This design comes from an exercise in tuning for small area, a short achievable clock period and few clock cycles per item on the open sky130 flow, not from production work.
Function was checked by simulation only, so behaviour that the tests miss may differ from the original.

==> flow/design.v <==
package fir_pkg;
    localparam int NTAPS = 65;
    localparam int DW    = 16;
    localparam int FRAC  = 13;
    localparam int ACCW  = 38;    
    localparam int CAW   = 7;
    localparam int NLANE = 12;    
endpackage
module fir_sample_line
#(
    parameter int DW    = fir_pkg::DW,
    parameter int DEPTH = 64
) (
    input  logic                clk,
    input  logic                ins,
    input  logic                zero_fb,
    input  logic [DW-1:0]       wr_dat,
    output logic [DEPTH*DW-1:0] taps
);
    logic [DW-1:0] mem_q [DEPTH];
    always_ff @(posedge clk) begin
        if (ins) begin
            mem_q[0] <= wr_dat;
        end else begin
            mem_q[0] <= mem_q[DEPTH-1] & {DW{~zero_fb}};
        end
    end
    for (genvar i = 1; i < DEPTH; i++) begin : g_sh
        always_ff @(posedge clk) begin
            mem_q[i] <= mem_q[i-1];
        end
    end
    for (genvar i = 0; i < DEPTH; i++) begin : g_tap
        assign taps[i*DW +: DW] = mem_q[i];
    end
endmodule
module fir_lane (
    input  logic              clk,
    input  logic [15:0]       x,
    input  logic [7:0]        one,
    input  logic [7:0]        two,
    input  logic [7:0]        neg,
    input  logic              clr_d,
    output logic [37:0]       acc_s,
    output logic [37:0]       acc_c
);
    logic clr_s, nclr_c;    
    logic [37:0] sa, ca;
    logic [37:0] s_d, c_d;
    logic [16:0] xe, xe1;
    logic [16:0] pp0;
    logic [16:0] pp1;
    logic [16:0] pp2;
    logic [16:0] pp3;
    logic [16:0] pp4;
    logic [16:0] pp5;
    logic [16:0] pp6;
    logic [16:0] pp7;
    logic w0, w1, w2, w3, w4, w5, w6, w7, w8, w9, w10, w11, w12, w13, w14, w15, w16, w17, w18, w19, w20, w21, w22, w23, w24, w25, w26, w27, w28, w29, w30, w31, w32, w33, w34, w35, w36, w37, w38, w39, w40, w41, w42, w43, w44, w45, w46, w47, w48, w49, w50, w51, w52, w53, w54, w55, w56, w57, w58, w59, w60, w61, w62, w63, w64, w65, w66, w67, w68, w69, w70, w71, w72, w73, w74, w75, w76, w77, w78, w79, w80, w81, w82, w83, w84, w85, w86, w87, w88, w89, w90, w91, w92, w93, w94, w95, w96, w97, w98, w99, w100, w101, w102, w103, w104, w105, w106, w107, w108, w109, w110, w111, w112, w113, w114, w115, w116, w117, w118, w119, w120, w121, w122, w123, w124, w125, w126, w127, w128, w129, w130, w131, w132, w133, w134, w135, w136, w137, w138, w139, w140, w141, w142, w143, w144, w145, w146, w147, w148, w149, w150, w151, w152, w153, w154, w155, w156, w157, w158, w159, w160, w161, w162, w163, w164, w165, w166, w167, w168, w169, w170, w171, w172, w173, w174, w175, w176, w177, w178, w179, w180, w181, w182, w183, w184, w185, w186, w187, w188, w189, w190, w191, w192, w193, w194, w195, w196, w197, w198, w199, w200, w201, w202, w203, w204, w205, w206, w207, w208, w209, w210, w211, w212, w213, w214, w215, w216, w217, w218, w219, w220, w221, w222, w223, w224, w225, w226, w227, w228, w229, w230, w231, w232, w233, w234, w235, w236, w237, w238, w239, w240, w241, w242, w243, w244, w245, w246, w247, w248, w249, w250, w251, w252, w253, w254, w255, w256, w257, w258, w259, w260, w261, w262, w263, w264, w265, w266, w267, w268, w269, w270, w271, w272, w273, w274, w275, w276, w277, w278, w279, w280, w281, w282, w283, w284, w285, w286, w287, w288, w289, w290, w291, w292, w293, w294, w295, w296, w297, w298, w299, w300, w301, w302, w303, w304, w305, w306, w307, w308, w309, w310, w311, w312, w313, w314, w315, w316, w317, w318, w319, w320, w321, w322, w323, w324, w325, w326, w327, w328, w329, w330, w331, w332, w333, w334, w335, w336, w337;
    assign sa  = acc_s & {38{~clr_s}};
    assign ca  = acc_c & {38{nclr_c}};
    assign xe  = {x[15], x};
    assign xe1 = {x, 1'b0};
    assign pp0[15:0] = ({16{one[0]}} & xe[15:0] | {16{two[0]}} & xe1[15:0]) ^ {16{neg[0]}};
    assign pp0[16]   = ~((one[0] & xe[16] | two[0] & xe1[16]) ^ neg[0]);
    assign pp1[15:0] = ({16{one[1]}} & xe[15:0] | {16{two[1]}} & xe1[15:0]) ^ {16{neg[1]}};
    assign pp1[16]   = ~((one[1] & xe[16] | two[1] & xe1[16]) ^ neg[1]);
    assign pp2[15:0] = ({16{one[2]}} & xe[15:0] | {16{two[2]}} & xe1[15:0]) ^ {16{neg[2]}};
    assign pp2[16]   = ~((one[2] & xe[16] | two[2] & xe1[16]) ^ neg[2]);
    assign pp3[15:0] = ({16{one[3]}} & xe[15:0] | {16{two[3]}} & xe1[15:0]) ^ {16{neg[3]}};
    assign pp3[16]   = ~((one[3] & xe[16] | two[3] & xe1[16]) ^ neg[3]);
    assign pp4[15:0] = ({16{one[4]}} & xe[15:0] | {16{two[4]}} & xe1[15:0]) ^ {16{neg[4]}};
    assign pp4[16]   = ~((one[4] & xe[16] | two[4] & xe1[16]) ^ neg[4]);
    assign pp5[15:0] = ({16{one[5]}} & xe[15:0] | {16{two[5]}} & xe1[15:0]) ^ {16{neg[5]}};
    assign pp5[16]   = ~((one[5] & xe[16] | two[5] & xe1[16]) ^ neg[5]);
    assign pp6[15:0] = ({16{one[6]}} & xe[15:0] | {16{two[6]}} & xe1[15:0]) ^ {16{neg[6]}};
    assign pp6[16]   = ~((one[6] & xe[16] | two[6] & xe1[16]) ^ neg[6]);
    assign pp7[15:0] = ({16{one[7]}} & xe[15:0] | {16{two[7]}} & xe1[15:0]) ^ {16{neg[7]}};
    assign pp7[16]   = ~((one[7] & xe[16] | two[7] & xe1[16]) ^ neg[7]);
    assign w1 = (sa[12] & ca[12]) | (sa[12] & neg[6]) | (ca[12] & neg[6]);
    assign w0 = (~w1 & (sa[12] | ca[12] | neg[6])) | (sa[12] & ca[12] & neg[6]);
    assign w3 = (sa[13] & ca[13]) | (sa[13] & pp0[13]) | (ca[13] & pp0[13]);
    assign w2 = (~w3 & (sa[13] | ca[13] | pp0[13])) | (sa[13] & ca[13] & pp0[13]);
    assign w5 = (sa[14] & ca[14]) | (sa[14] & neg[7]) | (ca[14] & neg[7]);
    assign w4 = (~w5 & (sa[14] | ca[14] | neg[7])) | (sa[14] & ca[14] & neg[7]);
    assign w7 = (pp0[14] & pp1[12]) | (pp0[14] & pp2[10]) | (pp1[12] & pp2[10]);
    assign w6 = (~w7 & (pp0[14] | pp1[12] | pp2[10])) | (pp0[14] & pp1[12] & pp2[10]);
    assign w9 = (sa[15] & ca[15]) | (sa[15] & pp0[15]) | (ca[15] & pp0[15]);
    assign w8 = (~w9 & (sa[15] | ca[15] | pp0[15])) | (sa[15] & ca[15] & pp0[15]);
    assign w11 = (pp1[13] & pp2[11]) | (pp1[13] & pp3[9]) | (pp2[11] & pp3[9]);
    assign w10 = (~w11 & (pp1[13] | pp2[11] | pp3[9])) | (pp1[13] & pp2[11] & pp3[9]);
    assign w13 = (sa[16] & ca[16]) | (sa[16] & pp0[16]) | (ca[16] & pp0[16]);
    assign w12 = (~w13 & (sa[16] | ca[16] | pp0[16])) | (sa[16] & ca[16] & pp0[16]);
    assign w15 = (pp1[14] & pp2[12]) | (pp1[14] & pp3[10]) | (pp2[12] & pp3[10]);
    assign w14 = (~w15 & (pp1[14] | pp2[12] | pp3[10])) | (pp1[14] & pp2[12] & pp3[10]);
    assign w17 = (sa[17] & ca[17]) | (sa[17] & pp1[15]) | (ca[17] & pp1[15]);
    assign w16 = (~w17 & (sa[17] | ca[17] | pp1[15])) | (sa[17] & ca[17] & pp1[15]);
    assign w19 = (sa[18] & ca[18]) | (sa[18] & pp1[16]) | (ca[18] & pp1[16]);
    assign w18 = (~w19 & (sa[18] | ca[18] | pp1[16])) | (sa[18] & ca[18] & pp1[16]);
    assign w21 = (sa[6] & ca[6]) | (sa[6] & neg[3]) | (ca[6] & neg[3]);
    assign w20 = (~w21 & (sa[6] | ca[6] | neg[3])) | (sa[6] & ca[6] & neg[3]);
    assign w23 = (sa[7] & ca[7]) | (sa[7] & pp0[7]) | (ca[7] & pp0[7]);
    assign w22 = (~w23 & (sa[7] | ca[7] | pp0[7])) | (sa[7] & ca[7] & pp0[7]);
    assign w25 = (sa[8] & ca[8]) | (sa[8] & neg[4]) | (ca[8] & neg[4]);
    assign w24 = (~w25 & (sa[8] | ca[8] | neg[4])) | (sa[8] & ca[8] & neg[4]);
    assign w27 = (pp0[8] & pp1[6]) | (pp0[8] & pp2[4]) | (pp1[6] & pp2[4]);
    assign w26 = (~w27 & (pp0[8] | pp1[6] | pp2[4])) | (pp0[8] & pp1[6] & pp2[4]);
    assign w29 = (sa[9] & ca[9]) | (sa[9] & pp0[9]) | (ca[9] & pp0[9]);
    assign w28 = (~w29 & (sa[9] | ca[9] | pp0[9])) | (sa[9] & ca[9] & pp0[9]);
    assign w31 = (pp1[7] & pp2[5]) | (pp1[7] & pp3[3]) | (pp2[5] & pp3[3]);
    assign w30 = (~w31 & (pp1[7] | pp2[5] | pp3[3])) | (pp1[7] & pp2[5] & pp3[3]);
    assign w33 = (sa[10] & ca[10]) | (sa[10] & neg[5]) | (ca[10] & neg[5]);
    assign w32 = (~w33 & (sa[10] | ca[10] | neg[5])) | (sa[10] & ca[10] & neg[5]);
    assign w35 = (pp0[10] & pp1[8]) | (pp0[10] & pp2[6]) | (pp1[8] & pp2[6]);
    assign w34 = (~w35 & (pp0[10] | pp1[8] | pp2[6])) | (pp0[10] & pp1[8] & pp2[6]);
    assign w37 = (pp3[4] & pp4[2]) | (pp3[4] & pp5[0]) | (pp4[2] & pp5[0]);
    assign w36 = (~w37 & (pp3[4] | pp4[2] | pp5[0])) | (pp3[4] & pp4[2] & pp5[0]);
    assign w39 = (sa[11] & ca[11]) | (sa[11] & pp0[11]) | (ca[11] & pp0[11]);
    assign w38 = (~w39 & (sa[11] | ca[11] | pp0[11])) | (sa[11] & ca[11] & pp0[11]);
    assign w41 = (pp1[9] & pp2[7]) | (pp1[9] & pp3[5]) | (pp2[7] & pp3[5]);
    assign w40 = (~w41 & (pp1[9] | pp2[7] | pp3[5])) | (pp1[9] & pp2[7] & pp3[5]);
    assign w42 = pp4[3] ^ pp5[1];
    assign w43 = pp4[3] & pp5[1];
    assign w45 = (pp0[12] & pp1[10]) | (pp0[12] & pp2[8]) | (pp1[10] & pp2[8]);
    assign w44 = (~w45 & (pp0[12] | pp1[10] | pp2[8])) | (pp0[12] & pp1[10] & pp2[8]);
    assign w47 = (pp3[6] & pp4[4]) | (pp3[6] & pp5[2]) | (pp4[4] & pp5[2]);
    assign w46 = (~w47 & (pp3[6] | pp4[4] | pp5[2])) | (pp3[6] & pp4[4] & pp5[2]);
    assign w48 = pp6[0] ^ w0;
    assign w49 = pp6[0] & w0;
    assign w51 = (pp1[11] & pp2[9]) | (pp1[11] & pp3[7]) | (pp2[9] & pp3[7]);
    assign w50 = (~w51 & (pp1[11] | pp2[9] | pp3[7])) | (pp1[11] & pp2[9] & pp3[7]);
    assign w53 = (pp4[5] & pp5[3]) | (pp4[5] & pp6[1]) | (pp5[3] & pp6[1]);
    assign w52 = (~w53 & (pp4[5] | pp5[3] | pp6[1])) | (pp4[5] & pp5[3] & pp6[1]);
    assign w54 = w1 ^ w2;
    assign w55 = w1 & w2;
    assign w57 = (pp3[8] & pp4[6]) | (pp3[8] & pp5[4]) | (pp4[6] & pp5[4]);
    assign w56 = (~w57 & (pp3[8] | pp4[6] | pp5[4])) | (pp3[8] & pp4[6] & pp5[4]);
    assign w59 = (pp6[2] & pp7[0]) | (pp6[2] & w4) | (pp7[0] & w4);
    assign w58 = (~w59 & (pp6[2] | pp7[0] | w4)) | (pp6[2] & pp7[0] & w4);
    assign w60 = w3 ^ w6;
    assign w61 = w3 & w6;
    assign w63 = (pp4[7] & pp5[5]) | (pp4[7] & pp6[3]) | (pp5[5] & pp6[3]);
    assign w62 = (~w63 & (pp4[7] | pp5[5] | pp6[3])) | (pp4[7] & pp5[5] & pp6[3]);
    assign w65 = (pp7[1] & w5) | (pp7[1] & w7) | (w5 & w7);
    assign w64 = (~w65 & (pp7[1] | w5 | w7)) | (pp7[1] & w5 & w7);
    assign w66 = w8 ^ w10;
    assign w67 = w8 & w10;
    assign w69 = (pp4[8] & pp5[6]) | (pp4[8] & pp6[4]) | (pp5[6] & pp6[4]);
    assign w68 = (~w69 & (pp4[8] | pp5[6] | pp6[4])) | (pp4[8] & pp5[6] & pp6[4]);
    assign w71 = (pp7[2] & w9) | (pp7[2] & w11) | (w9 & w11);
    assign w70 = (~w71 & (pp7[2] | w9 | w11)) | (pp7[2] & w9 & w11);
    assign w72 = w12 ^ w14;
    assign w73 = w12 & w14;
    assign w75 = (pp2[13] & pp3[11]) | (pp2[13] & pp4[9]) | (pp3[11] & pp4[9]);
    assign w74 = (~w75 & (pp2[13] | pp3[11] | pp4[9])) | (pp2[13] & pp3[11] & pp4[9]);
    assign w77 = (pp5[7] & pp6[5]) | (pp5[7] & pp7[3]) | (pp6[5] & pp7[3]);
    assign w76 = (~w77 & (pp5[7] | pp6[5] | pp7[3])) | (pp5[7] & pp6[5] & pp7[3]);
    assign w79 = (w13 & w15) | (w13 & w16) | (w15 & w16);
    assign w78 = (~w79 & (w13 | w15 | w16)) | (w13 & w15 & w16);
    assign w81 = (pp2[14] & pp3[12]) | (pp2[14] & pp4[10]) | (pp3[12] & pp4[10]);
    assign w80 = (~w81 & (pp2[14] | pp3[12] | pp4[10])) | (pp2[14] & pp3[12] & pp4[10]);
    assign w83 = (pp5[8] & pp6[6]) | (pp5[8] & pp7[4]) | (pp6[6] & pp7[4]);
    assign w82 = (~w83 & (pp5[8] | pp6[6] | pp7[4])) | (pp5[8] & pp6[6] & pp7[4]);
    assign w84 = w17 ^ w18;
    assign w85 = w17 & w18;
    assign w87 = (sa[19] & ca[19]) | (sa[19] & pp2[15]) | (ca[19] & pp2[15]);
    assign w86 = (~w87 & (sa[19] | ca[19] | pp2[15])) | (sa[19] & ca[19] & pp2[15]);
    assign w89 = (pp3[13] & pp4[11]) | (pp3[13] & pp5[9]) | (pp4[11] & pp5[9]);
    assign w88 = (~w89 & (pp3[13] | pp4[11] | pp5[9])) | (pp3[13] & pp4[11] & pp5[9]);
    assign w91 = (pp6[7] & pp7[5]) | (pp6[7] & w19) | (pp7[5] & w19);
    assign w90 = (~w91 & (pp6[7] | pp7[5] | w19)) | (pp6[7] & pp7[5] & w19);
    assign w93 = (sa[20] & ca[20]) | (sa[20] & pp2[16]) | (ca[20] & pp2[16]);
    assign w92 = (~w93 & (sa[20] | ca[20] | pp2[16])) | (sa[20] & ca[20] & pp2[16]);
    assign w95 = (pp3[14] & pp4[12]) | (pp3[14] & pp5[10]) | (pp4[12] & pp5[10]);
    assign w94 = (~w95 & (pp3[14] | pp4[12] | pp5[10])) | (pp3[14] & pp4[12] & pp5[10]);
    assign w96 = pp6[8] ^ pp7[6];
    assign w97 = pp6[8] & pp7[6];
    assign w99 = (sa[21] & ca[21]) | (sa[21] & pp3[15]) | (ca[21] & pp3[15]);
    assign w98 = (~w99 & (sa[21] | ca[21] | pp3[15])) | (sa[21] & ca[21] & pp3[15]);
    assign w101 = (pp4[13] & pp5[11]) | (pp4[13] & pp6[9]) | (pp5[11] & pp6[9]);
    assign w100 = (~w101 & (pp4[13] | pp5[11] | pp6[9])) | (pp4[13] & pp5[11] & pp6[9]);
    assign w103 = (sa[22] & ca[22]) | (sa[22] & pp3[16]) | (ca[22] & pp3[16]);
    assign w102 = (~w103 & (sa[22] | ca[22] | pp3[16])) | (sa[22] & ca[22] & pp3[16]);
    assign w105 = (pp4[14] & pp5[12]) | (pp4[14] & pp6[10]) | (pp5[12] & pp6[10]);
    assign w104 = (~w105 & (pp4[14] | pp5[12] | pp6[10])) | (pp4[14] & pp5[12] & pp6[10]);
    assign w107 = (sa[23] & ca[23]) | (sa[23] & pp4[15]) | (ca[23] & pp4[15]);
    assign w106 = (~w107 & (sa[23] | ca[23] | pp4[15])) | (sa[23] & ca[23] & pp4[15]);
    assign w109 = (sa[24] & ca[24]) | (sa[24] & pp4[16]) | (ca[24] & pp4[16]);
    assign w108 = (~w109 & (sa[24] | ca[24] | pp4[16])) | (sa[24] & ca[24] & pp4[16]);
    assign w111 = (sa[2] & ca[2]) | (sa[2] & neg[1]) | (ca[2] & neg[1]);
    assign w110 = (~w111 & (sa[2] | ca[2] | neg[1])) | (sa[2] & ca[2] & neg[1]);
    assign w113 = (sa[3] & ca[3]) | (sa[3] & pp0[3]) | (ca[3] & pp0[3]);
    assign w112 = (~w113 & (sa[3] | ca[3] | pp0[3])) | (sa[3] & ca[3] & pp0[3]);
    assign w115 = (sa[4] & ca[4]) | (sa[4] & neg[2]) | (ca[4] & neg[2]);
    assign w114 = (~w115 & (sa[4] | ca[4] | neg[2])) | (sa[4] & ca[4] & neg[2]);
    assign w117 = (pp0[4] & pp1[2]) | (pp0[4] & pp2[0]) | (pp1[2] & pp2[0]);
    assign w116 = (~w117 & (pp0[4] | pp1[2] | pp2[0])) | (pp0[4] & pp1[2] & pp2[0]);
    assign w119 = (sa[5] & ca[5]) | (sa[5] & pp0[5]) | (ca[5] & pp0[5]);
    assign w118 = (~w119 & (sa[5] | ca[5] | pp0[5])) | (sa[5] & ca[5] & pp0[5]);
    assign w120 = pp1[3] ^ pp2[1];
    assign w121 = pp1[3] & pp2[1];
    assign w123 = (pp0[6] & pp1[4]) | (pp0[6] & pp2[2]) | (pp1[4] & pp2[2]);
    assign w122 = (~w123 & (pp0[6] | pp1[4] | pp2[2])) | (pp0[6] & pp1[4] & pp2[2]);
    assign w124 = pp3[0] ^ w20;
    assign w125 = pp3[0] & w20;
    assign w127 = (pp1[5] & pp2[3]) | (pp1[5] & pp3[1]) | (pp2[3] & pp3[1]);
    assign w126 = (~w127 & (pp1[5] | pp2[3] | pp3[1])) | (pp1[5] & pp2[3] & pp3[1]);
    assign w128 = w21 ^ w22;
    assign w129 = w21 & w22;
    assign w131 = (pp3[2] & pp4[0]) | (pp3[2] & w24) | (pp4[0] & w24);
    assign w130 = (~w131 & (pp3[2] | pp4[0] | w24)) | (pp3[2] & pp4[0] & w24);
    assign w132 = w23 ^ w26;
    assign w133 = w23 & w26;
    assign w135 = (pp4[1] & w25) | (pp4[1] & w27) | (w25 & w27);
    assign w134 = (~w135 & (pp4[1] | w25 | w27)) | (pp4[1] & w25 & w27);
    assign w136 = w28 ^ w30;
    assign w137 = w28 & w30;
    assign w139 = (w32 & w29) | (w32 & w31) | (w29 & w31);
    assign w138 = (~w139 & (w32 | w29 | w31)) | (w32 & w29 & w31);
    assign w140 = w34 ^ w36;
    assign w141 = w34 & w36;
    assign w143 = (w33 & w42) | (w33 & w35) | (w42 & w35);
    assign w142 = (~w143 & (w33 | w42 | w35)) | (w33 & w42 & w35);
    assign w145 = (w37 & w38) | (w37 & w40) | (w38 & w40);
    assign w144 = (~w145 & (w37 | w38 | w40)) | (w37 & w38 & w40);
    assign w147 = (w43 & w39) | (w43 & w41) | (w39 & w41);
    assign w146 = (~w147 & (w43 | w39 | w41)) | (w43 & w39 & w41);
    assign w149 = (w44 & w46) | (w44 & w48) | (w46 & w48);
    assign w148 = (~w149 & (w44 | w46 | w48)) | (w44 & w46 & w48);
    assign w151 = (w45 & w47) | (w45 & w49) | (w47 & w49);
    assign w150 = (~w151 & (w45 | w47 | w49)) | (w45 & w47 & w49);
    assign w153 = (w50 & w52) | (w50 & w54) | (w52 & w54);
    assign w152 = (~w153 & (w50 | w52 | w54)) | (w50 & w52 & w54);
    assign w155 = (w51 & w53) | (w51 & w56) | (w53 & w56);
    assign w154 = (~w155 & (w51 | w53 | w56)) | (w51 & w53 & w56);
    assign w157 = (w58 & w55) | (w58 & w60) | (w55 & w60);
    assign w156 = (~w157 & (w58 | w55 | w60)) | (w58 & w55 & w60);
    assign w159 = (w57 & w62) | (w57 & w59) | (w62 & w59);
    assign w158 = (~w159 & (w57 | w62 | w59)) | (w57 & w62 & w59);
    assign w161 = (w61 & w66) | (w61 & w64) | (w66 & w64);
    assign w160 = (~w161 & (w61 | w66 | w64)) | (w61 & w66 & w64);
    assign w163 = (w63 & w68) | (w63 & w67) | (w68 & w67);
    assign w162 = (~w163 & (w63 | w68 | w67)) | (w63 & w68 & w67);
    assign w165 = (w65 & w72) | (w65 & w70) | (w72 & w70);
    assign w164 = (~w165 & (w65 | w72 | w70)) | (w65 & w72 & w70);
    assign w167 = (w69 & w74) | (w69 & w76) | (w74 & w76);
    assign w166 = (~w167 & (w69 | w74 | w76)) | (w69 & w74 & w76);
    assign w169 = (w73 & w71) | (w73 & w78) | (w71 & w78);
    assign w168 = (~w169 & (w73 | w71 | w78)) | (w73 & w71 & w78);
    assign w171 = (w75 & w77) | (w75 & w80) | (w77 & w80);
    assign w170 = (~w171 & (w75 | w77 | w80)) | (w75 & w77 & w80);
    assign w173 = (w82 & w84) | (w82 & w79) | (w84 & w79);
    assign w172 = (~w173 & (w82 | w84 | w79)) | (w82 & w84 & w79);
    assign w175 = (w81 & w83) | (w81 & w86) | (w83 & w86);
    assign w174 = (~w175 & (w81 | w83 | w86)) | (w81 & w83 & w86);
    assign w177 = (w88 & w85) | (w88 & w90) | (w85 & w90);
    assign w176 = (~w177 & (w88 | w85 | w90)) | (w88 & w85 & w90);
    assign w179 = (w96 & w87) | (w96 & w89) | (w87 & w89);
    assign w178 = (~w179 & (w96 | w87 | w89)) | (w96 & w87 & w89);
    assign w181 = (w92 & w94) | (w92 & w91) | (w94 & w91);
    assign w180 = (~w181 & (w92 | w94 | w91)) | (w92 & w94 & w91);
    assign w183 = (pp7[7] & w97) | (pp7[7] & w93) | (w97 & w93);
    assign w182 = (~w183 & (pp7[7] | w97 | w93)) | (pp7[7] & w97 & w93);
    assign w185 = (w95 & w98) | (w95 & w100) | (w98 & w100);
    assign w184 = (~w185 & (w95 | w98 | w100)) | (w95 & w98 & w100);
    assign w187 = (pp7[8] & w99) | (pp7[8] & w101) | (w99 & w101);
    assign w186 = (~w187 & (pp7[8] | w99 | w101)) | (pp7[8] & w99 & w101);
    assign w188 = w102 ^ w104;
    assign w189 = w102 & w104;
    assign w191 = (pp5[13] & pp6[11]) | (pp5[13] & pp7[9]) | (pp6[11] & pp7[9]);
    assign w190 = (~w191 & (pp5[13] | pp6[11] | pp7[9])) | (pp5[13] & pp6[11] & pp7[9]);
    assign w193 = (w103 & w105) | (w103 & w106) | (w105 & w106);
    assign w192 = (~w193 & (w103 | w105 | w106)) | (w103 & w105 & w106);
    assign w195 = (pp5[14] & pp6[12]) | (pp5[14] & pp7[10]) | (pp6[12] & pp7[10]);
    assign w194 = (~w195 & (pp5[14] | pp6[12] | pp7[10])) | (pp5[14] & pp6[12] & pp7[10]);
    assign w196 = w107 ^ w108;
    assign w197 = w107 & w108;
    assign w199 = (sa[25] & ca[25]) | (sa[25] & pp5[15]) | (ca[25] & pp5[15]);
    assign w198 = (~w199 & (sa[25] | ca[25] | pp5[15])) | (sa[25] & ca[25] & pp5[15]);
    assign w201 = (pp6[13] & pp7[11]) | (pp6[13] & w109) | (pp7[11] & w109);
    assign w200 = (~w201 & (pp6[13] | pp7[11] | w109)) | (pp6[13] & pp7[11] & w109);
    assign w203 = (sa[26] & ca[26]) | (sa[26] & pp5[16]) | (ca[26] & pp5[16]);
    assign w202 = (~w203 & (sa[26] | ca[26] | pp5[16])) | (sa[26] & ca[26] & pp5[16]);
    assign w204 = pp6[14] ^ pp7[12];
    assign w205 = pp6[14] & pp7[12];
    assign w207 = (sa[27] & ca[27]) | (sa[27] & pp6[15]) | (ca[27] & pp6[15]);
    assign w206 = (~w207 & (sa[27] | ca[27] | pp6[15])) | (sa[27] & ca[27] & pp6[15]);
    assign w209 = (sa[28] & ca[28]) | (sa[28] & pp6[16]) | (ca[28] & pp6[16]);
    assign w208 = (~w209 & (sa[28] | ca[28] | pp6[16])) | (sa[28] & ca[28] & pp6[16]);
    assign w211 = (sa[0] & ca[0]) | (sa[0] & neg[0]) | (ca[0] & neg[0]);
    assign w210 = (~w211 & (sa[0] | ca[0] | neg[0])) | (sa[0] & ca[0] & neg[0]);
    assign w213 = (sa[1] & ca[1]) | (sa[1] & pp0[1]) | (ca[1] & pp0[1]);
    assign w212 = (~w213 & (sa[1] | ca[1] | pp0[1])) | (sa[1] & ca[1] & pp0[1]);
    assign w215 = (pp0[2] & pp1[0]) | (pp0[2] & w110) | (pp1[0] & w110);
    assign w214 = (~w215 & (pp0[2] | pp1[0] | w110)) | (pp0[2] & pp1[0] & w110);
    assign w217 = (pp1[1] & w111) | (pp1[1] & w112) | (w111 & w112);
    assign w216 = (~w217 & (pp1[1] | w111 | w112)) | (pp1[1] & w111 & w112);
    assign w219 = (w114 & w113) | (w114 & w116) | (w113 & w116);
    assign w218 = (~w219 & (w114 | w113 | w116)) | (w114 & w113 & w116);
    assign w221 = (w115 & w120) | (w115 & w117) | (w120 & w117);
    assign w220 = (~w221 & (w115 | w120 | w117)) | (w115 & w120 & w117);
    assign w223 = (w121 & w119) | (w121 & w122) | (w119 & w122);
    assign w222 = (~w223 & (w121 | w119 | w122)) | (w121 & w119 & w122);
    assign w225 = (w123 & w125) | (w123 & w126) | (w125 & w126);
    assign w224 = (~w225 & (w123 | w125 | w126)) | (w123 & w125 & w126);
    assign w227 = (w127 & w130) | (w127 & w129) | (w130 & w129);
    assign w226 = (~w227 & (w127 | w130 | w129)) | (w127 & w130 & w129);
    assign w229 = (w131 & w133) | (w131 & w136) | (w133 & w136);
    assign w228 = (~w229 & (w131 | w133 | w136)) | (w131 & w133 & w136);
    assign w231 = (w137 & w135) | (w137 & w140) | (w135 & w140);
    assign w230 = (~w231 & (w137 | w135 | w140)) | (w137 & w135 & w140);
    assign w233 = (w141 & w139) | (w141 & w142) | (w139 & w142);
    assign w232 = (~w233 & (w141 | w139 | w142)) | (w141 & w139 & w142);
    assign w235 = (w143 & w145) | (w143 & w146) | (w145 & w146);
    assign w234 = (~w235 & (w143 | w145 | w146)) | (w143 & w145 & w146);
    assign w237 = (w147 & w149) | (w147 & w150) | (w149 & w150);
    assign w236 = (~w237 & (w147 | w149 | w150)) | (w147 & w149 & w150);
    assign w239 = (w151 & w154) | (w151 & w153) | (w154 & w153);
    assign w238 = (~w239 & (w151 | w154 | w153)) | (w151 & w154 & w153);
    assign w241 = (w155 & w158) | (w155 & w157) | (w158 & w157);
    assign w240 = (~w241 & (w155 | w158 | w157)) | (w155 & w158 & w157);
    assign w243 = (w159 & w162) | (w159 & w161) | (w162 & w161);
    assign w242 = (~w243 & (w159 | w162 | w161)) | (w159 & w162 & w161);
    assign w245 = (w166 & w163) | (w166 & w165) | (w163 & w165);
    assign w244 = (~w245 & (w166 | w163 | w165)) | (w166 & w163 & w165);
    assign w247 = (w167 & w170) | (w167 & w172) | (w170 & w172);
    assign w246 = (~w247 & (w167 | w170 | w172)) | (w167 & w170 & w172);
    assign w249 = (w171 & w174) | (w171 & w173) | (w174 & w173);
    assign w248 = (~w249 & (w171 | w174 | w173)) | (w171 & w174 & w173);
    assign w251 = (w175 & w178) | (w175 & w177) | (w178 & w177);
    assign w250 = (~w251 & (w175 | w178 | w177)) | (w175 & w178 & w177);
    assign w253 = (w179 & w182) | (w179 & w184) | (w182 & w184);
    assign w252 = (~w253 & (w179 | w182 | w184)) | (w179 & w182 & w184);
    assign w255 = (w183 & w188) | (w183 & w185) | (w188 & w185);
    assign w254 = (~w255 & (w183 | w188 | w185)) | (w183 & w188 & w185);
    assign w257 = (w190 & w189) | (w190 & w187) | (w189 & w187);
    assign w256 = (~w257 & (w190 | w189 | w187)) | (w190 & w189 & w187);
    assign w259 = (w191 & w194) | (w191 & w196) | (w194 & w196);
    assign w258 = (~w259 & (w191 | w194 | w196)) | (w191 & w194 & w196);
    assign w261 = (w195 & w198) | (w195 & w197) | (w198 & w197);
    assign w260 = (~w261 & (w195 | w198 | w197)) | (w195 & w198 & w197);
    assign w263 = (w204 & w199) | (w204 & w202) | (w199 & w202);
    assign w262 = (~w263 & (w204 | w199 | w202)) | (w204 & w199 & w202);
    assign w265 = (pp7[13] & w205) | (pp7[13] & w203) | (w205 & w203);
    assign w264 = (~w265 & (pp7[13] | w205 | w203)) | (pp7[13] & w205 & w203);
    assign w267 = (pp7[14] & w207) | (pp7[14] & w208) | (w207 & w208);
    assign w266 = (~w267 & (pp7[14] | w207 | w208)) | (pp7[14] & w207 & w208);
    assign w269 = (sa[29] & ca[29]) | (sa[29] & pp7[15]) | (ca[29] & pp7[15]);
    assign w268 = (~w269 & (sa[29] | ca[29] | pp7[15])) | (sa[29] & ca[29] & pp7[15]);
    assign w271 = (sa[30] & ca[30]) | (sa[30] & pp7[16]) | (ca[30] & pp7[16]);
    assign w270 = (~w271 & (sa[30] | ca[30] | pp7[16])) | (sa[30] & ca[30] & pp7[16]);
    assign w273 = (w118 & w219) | (w118 & w220) | (w219 & w220);
    assign w272 = (~w273 & (w118 | w219 | w220)) | (w118 & w219 & w220);
    assign w275 = (w124 & w221) | (w124 & w222) | (w221 & w222);
    assign w274 = (~w275 & (w124 | w221 | w222)) | (w124 & w221 & w222);
    assign w277 = (w128 & w223) | (w128 & w224) | (w223 & w224);
    assign w276 = (~w277 & (w128 | w223 | w224)) | (w128 & w223 & w224);
    assign w279 = (w132 & w225) | (w132 & w226) | (w225 & w226);
    assign w278 = (~w279 & (w132 | w225 | w226)) | (w132 & w225 & w226);
    assign w281 = (w134 & w227) | (w134 & w228) | (w227 & w228);
    assign w280 = (~w281 & (w134 | w227 | w228)) | (w134 & w227 & w228);
    assign w283 = (w138 & w229) | (w138 & w230) | (w229 & w230);
    assign w282 = (~w283 & (w138 | w229 | w230)) | (w138 & w229 & w230);
    assign w285 = (w144 & w231) | (w144 & w232) | (w231 & w232);
    assign w284 = (~w285 & (w144 | w231 | w232)) | (w144 & w231 & w232);
    assign w287 = (w148 & w233) | (w148 & w234) | (w233 & w234);
    assign w286 = (~w287 & (w148 | w233 | w234)) | (w148 & w233 & w234);
    assign w289 = (w235 & w152) | (w235 & w236) | (w152 & w236);
    assign w288 = (~w289 & (w235 | w152 | w236)) | (w235 & w152 & w236);
    assign w291 = (w237 & w156) | (w237 & w238) | (w156 & w238);
    assign w290 = (~w291 & (w237 | w156 | w238)) | (w237 & w156 & w238);
    assign w293 = (w160 & w239) | (w160 & w240) | (w239 & w240);
    assign w292 = (~w293 & (w160 | w239 | w240)) | (w160 & w239 & w240);
    assign w295 = (w164 & w241) | (w164 & w242) | (w241 & w242);
    assign w294 = (~w295 & (w164 | w241 | w242)) | (w164 & w241 & w242);
    assign w297 = (w168 & w243) | (w168 & w244) | (w243 & w244);
    assign w296 = (~w297 & (w168 | w243 | w244)) | (w168 & w243 & w244);
    assign w299 = (w169 & w245) | (w169 & w246) | (w245 & w246);
    assign w298 = (~w299 & (w169 | w245 | w246)) | (w169 & w245 & w246);
    assign w301 = (w176 & w248) | (w176 & w247) | (w248 & w247);
    assign w300 = (~w301 & (w176 | w248 | w247)) | (w176 & w248 & w247);
    assign w303 = (w180 & w249) | (w180 & w250) | (w249 & w250);
    assign w302 = (~w303 & (w180 | w249 | w250)) | (w180 & w249 & w250);
    assign w305 = (w181 & w252) | (w181 & w251) | (w252 & w251);
    assign w304 = (~w305 & (w181 | w252 | w251)) | (w181 & w252 & w251);
    assign w307 = (w186 & w254) | (w186 & w253) | (w254 & w253);
    assign w306 = (~w307 & (w186 | w254 | w253)) | (w186 & w254 & w253);
    assign w309 = (w192 & w255) | (w192 & w256) | (w255 & w256);
    assign w308 = (~w309 & (w192 | w255 | w256)) | (w192 & w255 & w256);
    assign w311 = (w193 & w257) | (w193 & w258) | (w257 & w258);
    assign w310 = (~w311 & (w193 | w257 | w258)) | (w193 & w257 & w258);
    assign w313 = (w200 & w259) | (w200 & w260) | (w259 & w260);
    assign w312 = (~w313 & (w200 | w259 | w260)) | (w200 & w259 & w260);
    assign w315 = (w201 & w262) | (w201 & w261) | (w262 & w261);
    assign w314 = (~w315 & (w201 | w262 | w261)) | (w201 & w262 & w261);
    assign w317 = (w206 & w263) | (w206 & w264) | (w263 & w264);
    assign w316 = (~w317 & (w206 | w263 | w264)) | (w206 & w263 & w264);
    assign w318 = w265 ^ w266;
    assign w319 = w265 & w266;
    assign w321 = (w209 & w268) | (w209 & w267) | (w268 & w267);
    assign w320 = (~w321 & (w209 | w268 | w267)) | (w209 & w268 & w267);
    assign w322 = w269 ^ w270;
    assign w323 = w269 & w270;
    assign w325 = (sa[31] & ca[31]) | (sa[31] & w271) | (ca[31] & w271);
    assign w324 = (~w325 & (sa[31] | ca[31] | w271)) | (sa[31] & ca[31] & w271);
    assign w326 = sa[32] ^ ca[32];
    assign w327 = sa[32] & ca[32];
    assign w328 = sa[33] ^ ca[33];
    assign w329 = sa[33] & ca[33];
    assign w330 = sa[34] ^ ca[34];
    assign w331 = sa[34] & ca[34];
    assign w332 = sa[35] ^ ca[35];
    assign w333 = sa[35] & ca[35];
    assign w334 = sa[36] ^ ca[36];
    assign w335 = sa[36] & ca[36];
    assign w336 = sa[37] ^ ca[37];
    assign w337 = sa[37] & ca[37];
    assign s_d[0] = pp0[0];
    assign c_d[0] = w210;
    assign s_d[1] = w211;
    assign c_d[1] = w212;
    assign s_d[2] = w213;
    assign c_d[2] = w214;
    assign s_d[3] = w215;
    assign c_d[3] = w216;
    assign s_d[4] = w217;
    assign c_d[4] = w218;
    assign s_d[5] = w272;
    assign c_d[5] = 1'b0;
    assign s_d[6] = w274;
    assign c_d[6] = w273;
    assign s_d[7] = w276;
    assign c_d[7] = w275;
    assign s_d[8] = w278;
    assign c_d[8] = w277;
    assign s_d[9] = w280;
    assign c_d[9] = w279;
    assign s_d[10] = w282;
    assign c_d[10] = w281;
    assign s_d[11] = w284;
    assign c_d[11] = w283;
    assign s_d[12] = w286;
    assign c_d[12] = w285;
    assign s_d[13] = w288;
    assign c_d[13] = w287;
    assign s_d[14] = w290;
    assign c_d[14] = w289;
    assign s_d[15] = w292;
    assign c_d[15] = w291;
    assign s_d[16] = w294;
    assign c_d[16] = w293;
    assign s_d[17] = w296;
    assign c_d[17] = w295;
    assign s_d[18] = w298;
    assign c_d[18] = w297;
    assign s_d[19] = w300;
    assign c_d[19] = w299;
    assign s_d[20] = w302;
    assign c_d[20] = w301;
    assign s_d[21] = w304;
    assign c_d[21] = w303;
    assign s_d[22] = w306;
    assign c_d[22] = w305;
    assign s_d[23] = w308;
    assign c_d[23] = w307;
    assign s_d[24] = w310;
    assign c_d[24] = w309;
    assign s_d[25] = w312;
    assign c_d[25] = w311;
    assign s_d[26] = w314;
    assign c_d[26] = w313;
    assign s_d[27] = w316;
    assign c_d[27] = w315;
    assign s_d[28] = w318;
    assign c_d[28] = w317;
    assign s_d[29] = w320;
    assign c_d[29] = w319;
    assign s_d[30] = w322;
    assign c_d[30] = w321;
    assign s_d[31] = w324;
    assign c_d[31] = w323;
    assign s_d[32] = w326;
    assign c_d[32] = w325;
    assign s_d[33] = w328;
    assign c_d[33] = w327;
    assign s_d[34] = w330;
    assign c_d[34] = w329;
    assign s_d[35] = w332;
    assign c_d[35] = w331;
    assign s_d[36] = w334;
    assign c_d[36] = w333;
    assign s_d[37] = w336;
    assign c_d[37] = w335;
    always_ff @(posedge clk) begin
        clr_s  <= clr_d;
        nclr_c <= ~clr_d;
        acc_s <= s_d;
        acc_c <= c_d;
    end
endmodule
module fir_lane2 (
    input  logic              clk,
    input  logic [15:0]       x0,
    input  logic [15:0]       x1,
    input  logic [7:0]        one_d,
    input  logic [7:0]        two_d,
    input  logic [7:0]        neg_d,
    input  logic              clr0_d,
    input  logic              clr1_d,
    output logic [37:0]       acc_s0,
    output logic [37:0]       acc_c0,
    output logic [37:0]       acc_s1,
    output logic [37:0]       acc_c1
);
    logic [7:0] one, two, neg;
    always_ff @(posedge clk) begin
        one <= one_d;
        two <= two_d;
        neg <= neg_d;
    end
    fir_lane u_l0 (.clk(clk), .x(x0), .one(one), .two(two), .neg(neg), .clr_d(clr0_d), .acc_s(acc_s0), .acc_c(acc_c0));
    fir_lane u_l1 (.clk(clk), .x(x1), .one(one), .two(two), .neg(neg), .clr_d(clr1_d), .acc_s(acc_s1), .acc_c(acc_c1));
endmodule
import fir_pkg::*;
module pulse_shape_fir #(
    parameter int NTAPS = fir_pkg::NTAPS,
    parameter int DW    = fir_pkg::DW,
    parameter int ACCW  = fir_pkg::ACCW
) (
    input  logic                    clk,
    input  logic                    reset_n,
    input  logic [DW-1:0]           sample_in,
    input  logic                    sample_valid,
    output logic                    ready,
    output logic [fir_pkg::CAW-1:0] coef_addr,
    input  logic [DW-1:0]           coef_in,
    output logic [DW-1:0]           y_out,
    output logic                    y_valid,
    output logic                    sample_drop
);
    localparam int M  = fir_pkg::NLANE;
    localparam int KH = 22;                         
    localparam logic [KH-1:0] KBIAS = 22'h3faaab;    
    logic [5:0]       r_q, r_d;        
    logic [6:0]       k_q, k_d;        
    logic             win_q, win_d;    
    logic             open_q, open_d;  
    logic             ready_q, ready_d;
    logic             fw_q, fw_d;      
    logic [6:0]       n_q, n_d;        
    logic [5:0]       m_q, m_d;        
    logic             drop_q;
    logic             boot_q;          
    logic [6:0]       kn_q, k_o;
    logic             rdyn_q, ready_o;
    logic             slot_q, slot_d;  
    logic             stv_q, stv_d;    
    logic [DW-1:0]    stg_q;
    logic             acc, ins, zero_fb;
    logic [6:0]       rn;
    logic [DW-1:0]    ring_in;
    assign acc     = ready_q & sample_valid;
    assign ins     = slot_q & (stv_q | sample_valid);
    assign ring_in = stv_q ? stg_q : sample_in;
    assign rn      = {1'b0, r_q} + n_q;
    assign zero_fb = ~rn[6];
    for (genvar v = 0; v < 2; v++) begin : g_nx
        logic [5:0] r_v;
        logic [6:0] k_v;
        logic       win_v, open_v, fw_v;
        logic [5:0] m_v;
        logic [6:0] n_v;
        logic       slot_v, stv_v, ready_v, ins_v, acc_v, start_v;
        logic [38:0] nx;
        always_comb begin
            acc_v   = ready_q & (v == 1);
            ins_v   = slot_q & (stv_q | (v == 1));
            r_v     = ins_v ? 6'd0 : r_q + 6'd1;
            start_v = ~ins_v & (r_q == 6'(M - 1));
            k_v     = k_q;
            win_v   = win_q;
            open_v  = open_q;
            fw_v    = fw_q;
            m_v     = m_q;
            n_v     = n_q;
            if (ins_v) begin
                m_v = m_q + 6'd1;
                if (!n_q[6]) n_v = n_q + 7'd1;
            end
            if (slot_q & ~ins_v) open_v = 1'b0;
            if (win_q) begin
                if (k_q == 7'd0) win_v = 1'b0;
                else             k_v   = k_q - 7'd1;
            end
            if (boot_q) begin
                r_v    = 6'd0;
                k_v    = 7'(M);
                win_v  = 1'b1;
                open_v = 1'b1;
                m_v    = 6'd0;
                fw_v   = 1'b1;
            end else if (start_v) begin
                k_v    = 7'd64;
                win_v  = 1'b1;
                open_v = 1'b1;
                m_v    = 6'd0;
                fw_v   = (n_q == 7'd0);
            end
            slot_v  = win_v & open_v & (k_v != 7'd0) & (k_v <= 7'(M));
            stv_v   = ins_v ? (stv_q & acc_v) : (stv_q | acc_v);
            ready_v = ~stv_v | slot_v;
            nx      = {r_v, k_v, win_v, open_v, fw_v, m_v, n_v, slot_v, stv_v, ready_v};
        end
    end
    assign {r_d, k_d, win_d, open_d, fw_d, m_d, n_d, slot_d, stv_d, ready_d} =
        sample_valid ? g_nx[1].nx : g_nx[0].nx;
    always_ff @(posedge clk or negedge reset_n) begin
        if (!reset_n) begin
            boot_q  <= 1'b1;
            r_q     <= '0;
            kn_q    <= '1;
            k_o     <= '0;
            win_q   <= 1'b0;
            open_q  <= 1'b0;
            slot_q  <= 1'b0;
            stv_q   <= 1'b0;
            rdyn_q  <= 1'b1;
            ready_o <= 1'b0;
            fw_q    <= 1'b1;
            n_q     <= '0;
            m_q     <= '0;
            drop_q  <= 1'b0;
        end else begin
            boot_q  <= 1'b0;
            r_q     <= r_d;
            kn_q    <= ~k_d;
            k_o     <= k_d;
            win_q   <= win_d;
            open_q  <= open_d;
            slot_q  <= slot_d;
            stv_q   <= stv_d;
            rdyn_q  <= ~ready_d;
            ready_o <= ready_d;
            fw_q    <= fw_d;
            n_q     <= n_d;
            m_q     <= m_d;
            drop_q  <= sample_valid & ~ready_q;
        end
    end
    always_ff @(posedge clk) begin
        if (acc & ~(ins & ~stv_q)) stg_q <= sample_in;
    end
    assign k_q         = ~kn_q;
    assign ready_q     = ~rdyn_q;
    assign ready       = ready_o;
    assign coef_addr   = k_o;
    assign sample_drop = drop_q;
    logic [64*DW-1:0] taps;
    fir_sample_line #(.DW(DW), .DEPTH(64)) u_line (
        .clk     (clk),
        .ins     (ins),
        .zero_fb (zero_fb),
        .wr_dat  (ring_in),
        .taps    (taps)
    );
    logic [DW-1:0] coef_q;
    logic [6:0]    k1_q;
    logic          w1_q, fw1_q;
    logic [7:0]    one_d, two_d, neg_d;
    logic [M-1:0]  clr_d;
    logic [16:0]   cx;
    assign cx = {coef_q, 1'b0};
    always_comb begin
        for (int i = 0; i < 8; i++) begin
            one_d[i] = w1_q & (cx[2*i+1] ^ cx[2*i]);
            two_d[i] = w1_q & ((cx[2*i+2] & ~cx[2*i+1] & ~cx[2*i]) | (~cx[2*i+2] & cx[2*i+1] & cx[2*i]));
            neg_d[i] = w1_q & cx[2*i+2] & ~(cx[2*i+1] & cx[2*i]);
        end
        for (int j = 0; j < M; j++) begin
            clr_d[j] = w1_q & ((k1_q == 7'd64) | (fw1_q & (k1_q == 7'(j))));
        end
    end
    always_ff @(posedge clk or negedge reset_n) begin
        if (!reset_n) begin
            w1_q <= 1'b0;
        end else begin
            w1_q <= win_q;
        end
    end
    always_ff @(posedge clk) begin
        coef_q <= coef_in;
        k1_q   <= k_q;
        fw1_q  <= fw_q;
    end
    logic [ACCW-1:0] acc_s [M];
    logic [ACCW-1:0] acc_c [M];
    for (genvar p = 0; p < M / 2; p++) begin : g_pair
        fir_lane2 u_pair (
            .clk    (clk),
            .x0     (taps[(M+1-2*p)*DW +: DW]),
            .x1     (taps[(M-2*p)*DW +: DW]),
            .one_d  (one_d),
            .two_d  (two_d),
            .neg_d  (neg_d),
            .clr0_d (clr_d[2*p]),
            .clr1_d (clr_d[2*p+1]),
            .acc_s0 (acc_s[2*p]),
            .acc_c0 (acc_c[2*p]),
            .acc_s1 (acc_s[2*p+1]),
            .acc_c1 (acc_c[2*p+1])
        );
    end
    logic          p1_q, p2_q;
    logic [M-1:0]  rsel_q;
    logic [5:0]    mrd_q;
    logic          fwr_q;
    logic [M-1:0]  rvm;
    logic          rv_q;
    logic [ACCW-1:0] rs_q, rc_q, rs_d, rc_d;
    logic [KH-1:0] cn_q, cn_d;
    logic [ACCW-1:0] cst, tot;
    logic [ACCW-1:0] t_s, t_c;
    logic [ACCW-FRAC-1:0] rnd;
    logic [DW-1:0] y_q, y_d;
    logic          yv_q;
    logic          rv2_q;
    logic [ACCW-FRAC-1:0] rnd_q;
    always_comb begin
        rs_d = '0;
        rc_d = '0;
        for (int j = 0; j < M; j++) begin
            rs_d = rs_d | (acc_s[j] & {ACCW{rsel_q[j]}});
            rc_d = rc_d | (acc_c[j] & {ACCW{rsel_q[j]}});
            rvm[j] = rsel_q[j] & (6'(j) < mrd_q);
        end
        if (rsel_q[0]) cn_d = fwr_q ? KBIAS : KH'(KBIAS * 65);
        else           cn_d = cn_q + (fwr_q ? KH'(KBIAS * 2) : KBIAS);
    end
    always_ff @(posedge clk or negedge reset_n) begin
        if (!reset_n) begin
            p1_q   <= 1'b0;
            p2_q   <= 1'b0;
            rsel_q <= '0;
            rv_q   <= 1'b0;
            rv2_q  <= 1'b0;
            yv_q   <= 1'b0;
            y_q    <= '0;
        end else begin
            p1_q   <= win_q & (k_q == 7'd0);
            p2_q   <= p1_q;
            rsel_q <= {rsel_q[M-2:0], p2_q};
            rv_q   <= |rvm;
            rv2_q  <= rv_q;
            yv_q   <= rv2_q;
            if (rv2_q) y_q <= y_d;
        end
    end
    always_ff @(posedge clk) begin
        if (win_q & (k_q == 7'd0)) begin
            mrd_q <= m_q;
            fwr_q <= fw_q;
        end
        rs_q <= rs_d;
        rc_q <= rc_d;
        cn_q <= cn_d;
        rnd_q <= tot[ACCW-1:FRAC];
    end
    assign cst = {cn_q, 16'h1000};
    assign t_s = rs_q ^ rc_q ^ cst;
    assign t_c = {(rs_q[ACCW-2:0] & rc_q[ACCW-2:0]) | (rs_q[ACCW-2:0] & cst[ACCW-2:0]) | (rc_q[ACCW-2:0] & cst[ACCW-2:0]), 1'b0};
    assign tot = t_s + t_c;
    assign rnd = rnd_q;
    always_comb begin
        if (!rnd[ACCW-FRAC-1] && (|rnd[ACCW-FRAC-2:DW-1]))      y_d = {1'b0, {(DW-1){1'b1}}};
        else if (rnd[ACCW-FRAC-1] && !(&rnd[ACCW-FRAC-2:DW-1])) y_d = {1'b1, {(DW-1){1'b0}}};
        else                                                    y_d = rnd[DW-1:0];
    end
    assign y_out   = y_q;
    assign y_valid = yv_q;
endmodule
==> flow/flow/run.sh <==
#!/bin/bash
set -uo pipefail
source flow/knobs.sh
sed 's/yosys synth -nofsm -noshare/yosys synth -nofsm -noshare -noabc/' synth_recipe.tcl > my_synth.tcl
bash standard.sh SYNTH_SCRIPT=$PWD/my_synth.tcl SETUP_SLACK_MARGIN=$REPAIR_MARGIN_NS TNS_END_PERCENT=$TNS_PCT \
  MATCH_CELL_FOOTPRINT=0 MAX_REPAIR_ANTENNAS_ITER_DRT=$ANT_ITERS MAX_REPAIR_ANTENNAS_ITER_GRT=$ANT_ITERS "BUFFER_PORTS_ARGS=-buffer_cell $PORT_BUF" finish > flow_make.log 2>&1
rc=$?
tail -30 flow_make.log
exit $rc
==> flow/flow/knobs.sh <==
REPAIR_MARGIN_NS=8.8
TNS_PCT=100
PORT_BUF=sky130_fd_sc_hd__buf_4
ANT_ITERS=15
==> flow/standard.sh <==
#!/bin/bash
# synth_recipe.tcl (not shown) runs the flow's synth.tcl, then flattens the netlist and writes it again
# the make line also repeats each setting of config.mk as NAME=value (left out here)
make -C /OpenROAD-flow-scripts/flow DESIGN_CONFIG=/design/flow/config.mk WORK_HOME=/design/flow/orfs CLKGATE_MAP_FILE= SYNTH_SCRIPT=/design/flow/synth_recipe.tcl "${@:-finish}"
==> flow/config.mk <==
export PLATFORM = sky130hd
export DESIGN_NAME = pulse_shape_fir
export DESIGN_NICKNAME = pulse_shape_fir
export VERILOG_FILES = /design/flow/design.v
export SDC_FILE = /design/flow/constraint.sdc
export NUM_CORES = 4
export LEC_CHECK = 0
export CAP_MARGIN = 30
export CORE_MARGIN = 2
export CORE_UTILIZATION = 58
export CTS_CLUSTER_SIZE = 24
export PLACE_DENSITY = 0.7
export SLEW_MARGIN = 35
export SYNTH_HIERARCHICAL = 1
==> flow/constraint.sdc <==
create_clock -name core_clock -period 12.5 [get_ports {clk}]
set_input_delay 2.5000 -clock core_clock [delete_from_list [all_inputs] [get_ports {clk}]]
set_output_delay 2.5000 -clock core_clock [all_outputs]
set_load 0.01 [all_outputs]
==> results of run 1 <==
## layout make-up
cell class / instances / area, µm²
clock inverter: 123 / 2000
antenna: 65 / 163
fill: 18400 / 92400
sequential: 2338 / 47800
inverter: 80 / 300
tap: 3185 / 3990
timing repair buffer: 380 / 3260
clock buffer: 325 / 6740
multi-input combinational: 7489 / 83300
## metrics by stage
| step | hold WS, ns | instance area [µm²] |
|---|---|---|
| 6_report | 0.291 | 147000 |
| 4_1_cts | 0.289 | 147000 |
| 2_1_floorplan | 0.310 | 140000 |
| 5_1_grt | 0.286 | 147000 |
| 3_3_place_gp | 0.310 | 138000 |
| 3_5_place_dp | 0.312 | 138000 |
## Yosys stat by module, one instance, submodules excluded, a selection
module | area (µm²) | copies in the design | flops+latches | cells inside
fir_lane | 8350 | 12 | 77 | 677
pulse_shape_fir | 15600 | 1 | 246 | 1639
fir_lane2 | 480 | 6 | 24 | 24
## worst paths after layout
path | start | to | slack (ns) | depth (start not counted)
worst max-delay path | y_q[13]$_DFFE_PN0P_ | y_out[13] | 8.49 | 1
worst min-delay path | u_line.mem_q[34][0]$_DFF_P_ | u_line.mem_q[35][0]$_DFF_P_ | 0.29 | 0
worst max register to register | g_pair[4].u_pair.one[1]$_DFF_P_ | g_pair[4].u_pair.u_l1.acc_s[18]$_DFF_P_ | 8.78 | 8
worst min register to register | u_line.mem_q[34][0]$_DFF_P_ | u_line.mem_q[35][0]$_DFF_P_ | 0.29 | 0
max in group asynchronous | reset_n | rsel_q[6]$_DFF_PN0_ | 10.28 | 1
min in group asynchronous | reset_n | n_q[3]$_DFFE_PN0P_ | 1.54 | 1
## registers in the layout, summed over array words and instances (netlist names), 12 cells and up
signal,count
rs_q,38
coef_q,16
y_q,16
g_pair.u_pair.one,48
rnd_q,25
g_pair.u_pair.neg,48
stg_q,16
g_pair.u_pair.u_l0.acc_c,222
g_pair.u_pair.two,48
rc_q,38
rsel_q,12
g_pair.u_pair.u_l1.acc_s,228
cn_q,22
u_line.mem_q,1024
g_pair.u_pair.u_l1.acc_c,222
g_pair.u_pair.u_l0.acc_s,228
## logic make-up (layout without fill, tap and decap cells)
logic type | after synthesis | count (layout)
DFF | 2338 | 2338
and+or+nand+nor | 1400 | 1400
AOI/OAI and AO/OA | 2217 | 2217
muxes | 18 | 18
buffers and inverters | 1156 | 908
xor gates and xnor gates | 1706 | 1706
adders and majority gates | 2135 | 2135
other | 13 | 78
## cell usage in the layout (no fill, tap or decap), drive strengths merged, types with 51 or more instances in the layout
master	instances
a221oi	232
buf	378
nor2	78
a22oi	1440
inv	97
nor2b	450
fa	1737
nand3	95
o21ai	159
clkbuf	327
dfrtp	66
dfxtp	2239
xnor2	1579
xor2	127
ha	398
a22o	228
diode	65
clkinv	51
nand2	206
and2	457
## per-layer routing
metal | vias up | GRT usage, % | share of wire [%]
met1 | 47500 | 48.5 | 35
met2 | 7123 | 55.4 | 40
met3 | 1808 | 21.7 | 16
met4 | 56 | 29.8 | 8.8
met5 | - | 0.900 | 0.25
li1 | 36400 | - | -
## what timing repair did
action | 4_1_cts | 5_1_grt
cloned | 0 | 0
resized for setup | 112 | 71
buffers inserted | 6 | 25
endpoints found under the setup margin | 146 | 108
==> flow_summary_export.csv, run 1 <==
group,metric,value,unit
outcome,status,"complete, no violations",
clock_tree,clk_pin_slew,0.07,ns
die,die_area,0.245,mm²
placed_design,io_buffers,60,
sta,relSlewSlack,23.1,%
placed_design,dp.cells,13400,
setup_path,crit_slowest_cell,"dfrtp_1",
die,pin_count,61,
sta,rsz0062_at_grt,"yes",
die,die_x,495,µm
clock_tree,cts_sinks,2338,
final_layout,instances_no_fill,14000,
sta,layout_setup_ws,8.49,ns
placed_design,dp_hpwl,349,mm
yosys,avgSynthCellArea,12.7,µm²
sta,fin_crit_sh,32.1,%
setup_path,cp-start-kind,"flip-flop",
die,die-height,495,µm
final_layout,final_net_count,12700,
sta,worst_slew_pin_slew,1.14,ns
setup_path,crit_family,"flip-flops",
yosys,synthCells,11000,
sta,finalCriticalPeriod,4.01,ns
sta,setup_violations,0,
setup_path,endpoint_kind,"output pin",
drt,drc,0,
grt,grt_overflow,0,
yosys,syn_area,0.140,mm²
die,fp-row-count,180,
sta,fmax,249,MHz
setup_path,arrival,1.51,ns
clock_tree,postCtsHoldBufs,0,
sta,setup_tns,0,ns
yosys,muxShareOfSynthArea,0.144,%
yosys,ys.flop_type,"dfxtp_1",
clock_tree,root_buffer,"clkbuf_16",
die,core_region_area,0.240,mm²
drt,drt-wirelength-per-cell,35.7,µm
yosys,synth_top_area_cell,"dfxtp_1",
yosys,ys_ff_latch,2338,
hold_path,hp-class,"flip-flop to flip-flop",
final_layout,area_growth,5.67,%
yosys,async_flop_share,3.25,%
clock_tree,cts_buffers,236,
drt,drt_iter0_markers,12300,
yosys,synth_top_area_share,32.1,%
yosys,synth_edf_count,23,
yosys,synth_commonest_cells,"dfxtp_1, fa_1, xnor2_1",
yosys,synth_top_family_by_area,"adder cells",
clock_tree,cts_buffer_depth,3,
sta,fin_skew,0.111,ns
clock_tree,clock_latency,1.00,ns
grt,grt_usage,40.7,%
sta,timing.final.hold_violations,0,
yosys,yosys_warnings,13,
final_layout,fin_util,61.5,%
drt,num_vias,92900,
grt,grt_pass1_wl,708,mm
drt,firstDrtPassIters,13,
yosys,synth.most_common_cell,"dfxtp_1",
setup_path,cp_max_fo,2,
placed_design,gp_congestion,1.15,
setup_path,slowest_delay,0.41,ns
placed_design,post-place-ws,8.43,ns
setup_path,crit_buf_inv,1,
job,drv_cap,0,
setup_path,required,10.00,ns
drt,wirelength,499,mm
grt,grt_pass1_vias,95300,
clock_tree,cts.htree.levels,4,
yosys,synthXorXnorAreaFrac,10.7,%
yosys,synth-adder-area-share,28.5,%
grt,antenna_found_initial,90,
yosys,synth_area_leaders,"dfxtp_1, fa_1, xnor2_1",
setup_path,crit_chain,"buf_6",
clock_tree,cts_tree,"done",
sta,final-max-slew-violation-count,0,
yosys,synth_compound_area_share,14.5,%
yosys,yosys.area_share.simple,5.70,%
final_layout,drive_gt1_share,16.5,%
yosys,yosysUniqueCellTypes,78,
yosys,ys_seq_area_share,34.0,%
setup_path,path_class,"flip-flop to output pin",
drt,routed_via_density,6.64,
drt,antenna_left,0,
yosys,synth_nets,13200,
die,initial_utilization,58.2,%
grt,grt_max_degree,77,
Testbench counts, summed over its fixed seeds: cycles 5,720, items 960.
==> run 2: changes to the inputs <==
==> flow/config.mk (replaced) <==
export PLATFORM = sky130hd
export DESIGN_NAME = pulse_shape_fir
export DESIGN_NICKNAME = pulse_shape_fir
export VERILOG_FILES = /design/flow/design.v
export SDC_FILE = /design/flow/constraint.sdc
export NUM_CORES = 4
export LEC_CHECK = 0
export CAP_MARGIN = 35
export CORE_MARGIN = 2
export CORE_UTILIZATION = 66
export PLACE_DENSITY = 0.76
export SLEW_MARGIN = 40
export SYNTH_HIERARCHICAL = 1
==> run 2 against run 1 <==
Against the previous run:
- global-route usage up 7.6 points
- still clean
- first-iteration DRC count grew 8.7%
- via count grew 1.4%
- register-to-register slack better by 0.05 ns
- critical path depth is the same
- design area down 0.37%
- worst setup slack better by 0.080 ns
- count of clock-buffer cells in the layout shrank 13
==> flow_summary_export.csv, run 2 <==
group,metric,value,unit
outcome,status,"complete, no violations",
grt,use_met3,24.1,%
clock_tree,cts_buffers,230,
final_layout,final_common_cell,"dfxtp_1",
sta,finalCriticalPeriod,3.93,ns
job,drv_cap,0,
drt,wirelength,520,mm
clock_tree,cts_tree,"done",
grt,gr-usage-met1,59.3,%
sta,fmax,254,MHz
clock_tree,cts_sinks,2338,
final_layout,final_cell_mix,"dfxtp_1, fa_1, xnor2_1",
final_layout,largest-register,"u_line.mem_q",
yosys,synth_top_area_share,32.1,%
sta,rsz0062_at_grt,"yes",
clock_tree,clk_pin_slew,0.07,ns
sta,setup_violations,0,
grt,grt_usage,48.4,%
sta,fin_crit_sh,31.4,%
clock_tree,root_buffer,"clkbuf_16",
yosys,yosys_warnings,13,
setup_path,arrival,1.43,ns
drt,routed_via_density,6.92,
clock_tree,postCtsHoldBufs,0,
setup_path,crit_slowest_cell,"dfrtp_1",
final_layout,drive_gt1_share,16.5,%
yosys,synth_nets,13200,
setup_path,endpoint_kind,"output pin",
drt,firstDrtPassIters,7,
placed_design,gp_congestion,1.12,
final_layout,fin_util,70.0,%
drt,drt_iter0_markers,13300,
sta,timing.final.hold_violations,0,
setup_path,worstReg2RegStart,"rc_q[17]$_DFF_P_",
die,die_x,464,µm
setup_path,r2r_setup_slack,8.83,ns
sta,final-max-slew-violation-count,0,
clock_tree,cts.htree.levels,4,
yosys,yosysUniqueCellTypes,78,
sta,relSlewSlack,30.2,%
grt,busiest_layer,"met2",
grt,grt_pass1_wl,737,mm
setup_path,slowest_delay,0.41,ns
clock_tree,clock_latency,0.93,ns
yosys,ys_seq_area_share,34.0,%
hold_path,hp-class,"flip-flop to flip-flop",
setup_path,required,10.00,ns
setup_path,crit_chain,"buf_6",
yosys,ys_ff_latch,2338,
setup_path,cp_max_fo,2,
die,fp-row-count,168,
yosys,ys.flop_type,"dfxtp_1",
hold_path,worstHoldStart,"u_line.mem_q[42][15]$_DFF_P_",
final_layout,instances_no_fill,13600,
final_layout,largest_reg_flops,1024,
sta,setup_tns,0,ns
final_layout,final_net_count,12700,
drt,antenna_left,0,
grt,grt_overflow,0,
grt,grt_max_degree,80,
placed_design,dp_hpwl,365,mm
setup_path,r2r-end,"rnd_q[18]$_DFF_P_",
final_layout,area_growth,5.27,%
yosys,synth_top_area_cell,"dfxtp_1",
die,die_area,0.215,mm²
yosys,synth_area_leaders,"dfxtp_1, fa_1, xnor2_1",
sta,fin_hold_ws,0.284,ns
setup_path,path_class,"flip-flop to output pin",
yosys,avgSynthCellArea,12.7,µm²
drt,drc,0,
die,initial_utilization,66.5,%
hold_path,min_path_cells,0,
sta,worst_slew_pin_slew,1.05,ns
grt,antenna_found_initial,105,
placed_design,io_buffers,60,
die,pin_count,61,
setup_path,crit_family,"flip-flops",
drt,drt-wirelength-per-cell,38.2,µm
drt,num_vias,94200,
final_layout,reg_top3,"u_line.mem_q x1024, g_pair.u_pair.u_l0.acc_s x228, g_pair.u_pair.u_l1.acc_s x228",
grt,grtUsageMet2,66.5,%
setup_path,cp-start-kind,"flip-flop",
setup_path,rr_worst_depth,9,
yosys,syn_area,0.140,mm²
sta,fin_skew,0.0897,ns
placed_design,dp.cells,13100,
yosys,synth_edf_count,23,
yosys,synthCells,11000,
clock_tree,cts_buffer_depth,3,
grt,grt_pass1_vias,97100,
die,core_region_area,0.210,mm²
yosys,async_flop_share,3.25,%
hold_path,whs_endpoint,"u_line.mem_q[43][15]$_DFF_P_",
yosys,synth_commonest_cells,"dfxtp_1, fa_1, xnor2_1",
die,die-height,464,µm
yosys,synth.most_common_cell,"dfxtp_1",
setup_path,crit_buf_inv,1,
==> run 2: cell counts after synthesis <==
No cell type changed its count.
==> run 2: repair_timing <==
item | CTS | global route
buffers inserted | 5 | 16
gates resized for setup | 80 | 70
endpoints found under the setup margin | 155 | 117
==> run 2: worst max path at each step <==
stage | cells past startpoint | slack [ns] | endpoint | start
floorplan | 7 | 8.90 | u_line.mem_q[0][4]$_DFF_P_ | sample_valid
global placement | 5 | 8.45 | ready_o$_DFF_PN0_ | sample_valid
detailed placement | 9 | 8.50 | m_q[5]$_DFFE_PN0P_ | sample_valid
CTS | 1 | 8.57 | y_out[3] | y_q[3]$_DFFE_PN0P_
global route | 1 | 8.55 | y_out[7] | y_q[7]$_DFFE_PN0P_
finish | 1 | 8.57 | y_out[1] | y_q[1]$_DFFE_PN0P_
==> run 2: cell type report <==
| class | count | area, µm² |
|---|---|---|
| multi-input combinational | 7489 | 83300 |
| fill | 14400 | 63100 |
| sequential | 2338 | 47700 |
| clock buffer | 312 | 6660 |
| tap | 2805 | 3510 |
| timing repair buffer | 381 | 3320 |
| clock inverter | 123 | 1880 |
| inverter | 80 | 300 |
| antenna | 91 | 228 |
==> run 2: stage by stage <==
stage	area (µm²)	worst slack (ns)
CTS	146000	8.57
global route	147000	8.55
global placement	137000	8.45
floorplan	140000	8.90
finish	147000	8.57
detailed placement	137000	8.50
==> run 2: cells by family (layout without fill, tap and decap cells) <==
logic type / Yosys count / in the layout / synth area share (%)
fa+ha+maj: 2135 / 2135 / 28.5
flops: 2338 / 2338 / 34.0
simple gates: 1400 / 1400 / 5.70
other cells: 13 / 104 / 0.0350
buf+inv: 1156 / 896 / 6.44
compound gates: 2217 / 2217 / 14.5
xor+xnor: 1706 / 1706 / 10.7
mux: 18 / 18 / 0.144
==> run 2: per-layer routing <==
metal | wire length, µm | share of wire [%]
met3 | 83900 | 16
met4 | 43800 | 8.4
met2 | 211000 | 41
met1 | 181000 | 35
met5 | 860 | 0.17
==> run 2: Yosys stat by module, one instance, submodules excluded, excerpt <==
module,copies in the design,flip-flops and latches
fir_lane2,6,24
pulse_shape_fir,1,246
fir_lane,12,77

==> what the ideal ports hide <==
The flow's constraints put no driver on any port. The routed layouts listed below were extracted and timed again, unchanged, in two steps.
Step 1 assumes that a clkbuf_16 drives the clock port and a buf_2 every other input.
Step 2, shift: input delay + t, output delay - t, t = (earliest + latest rising clock arrival at the registers) / 2. This alone moves slack from input paths to output paths.
a / b / c = ideal / step 1 / step 2; a / b = the first two.
run	shift t [ns]	slack for setup (ns)	hold WS [ns]	worst setup path after step 2	worst data-port slew with drivers (ns)
run 1	1.036	8.490 / 8.396 / 8.445	0.291 / 0.291 / 0.291	input to register	0.06
run 2	0.979	8.571 / 8.478 / 8.445	0.284 / 0.284 / 0.284	input to register	0.04
After both steps setup and hold are still met in every run listed. The setup slack of run 2, which loses most, moves by -0.093 ns with the drivers and by -0.126 ns with both steps.
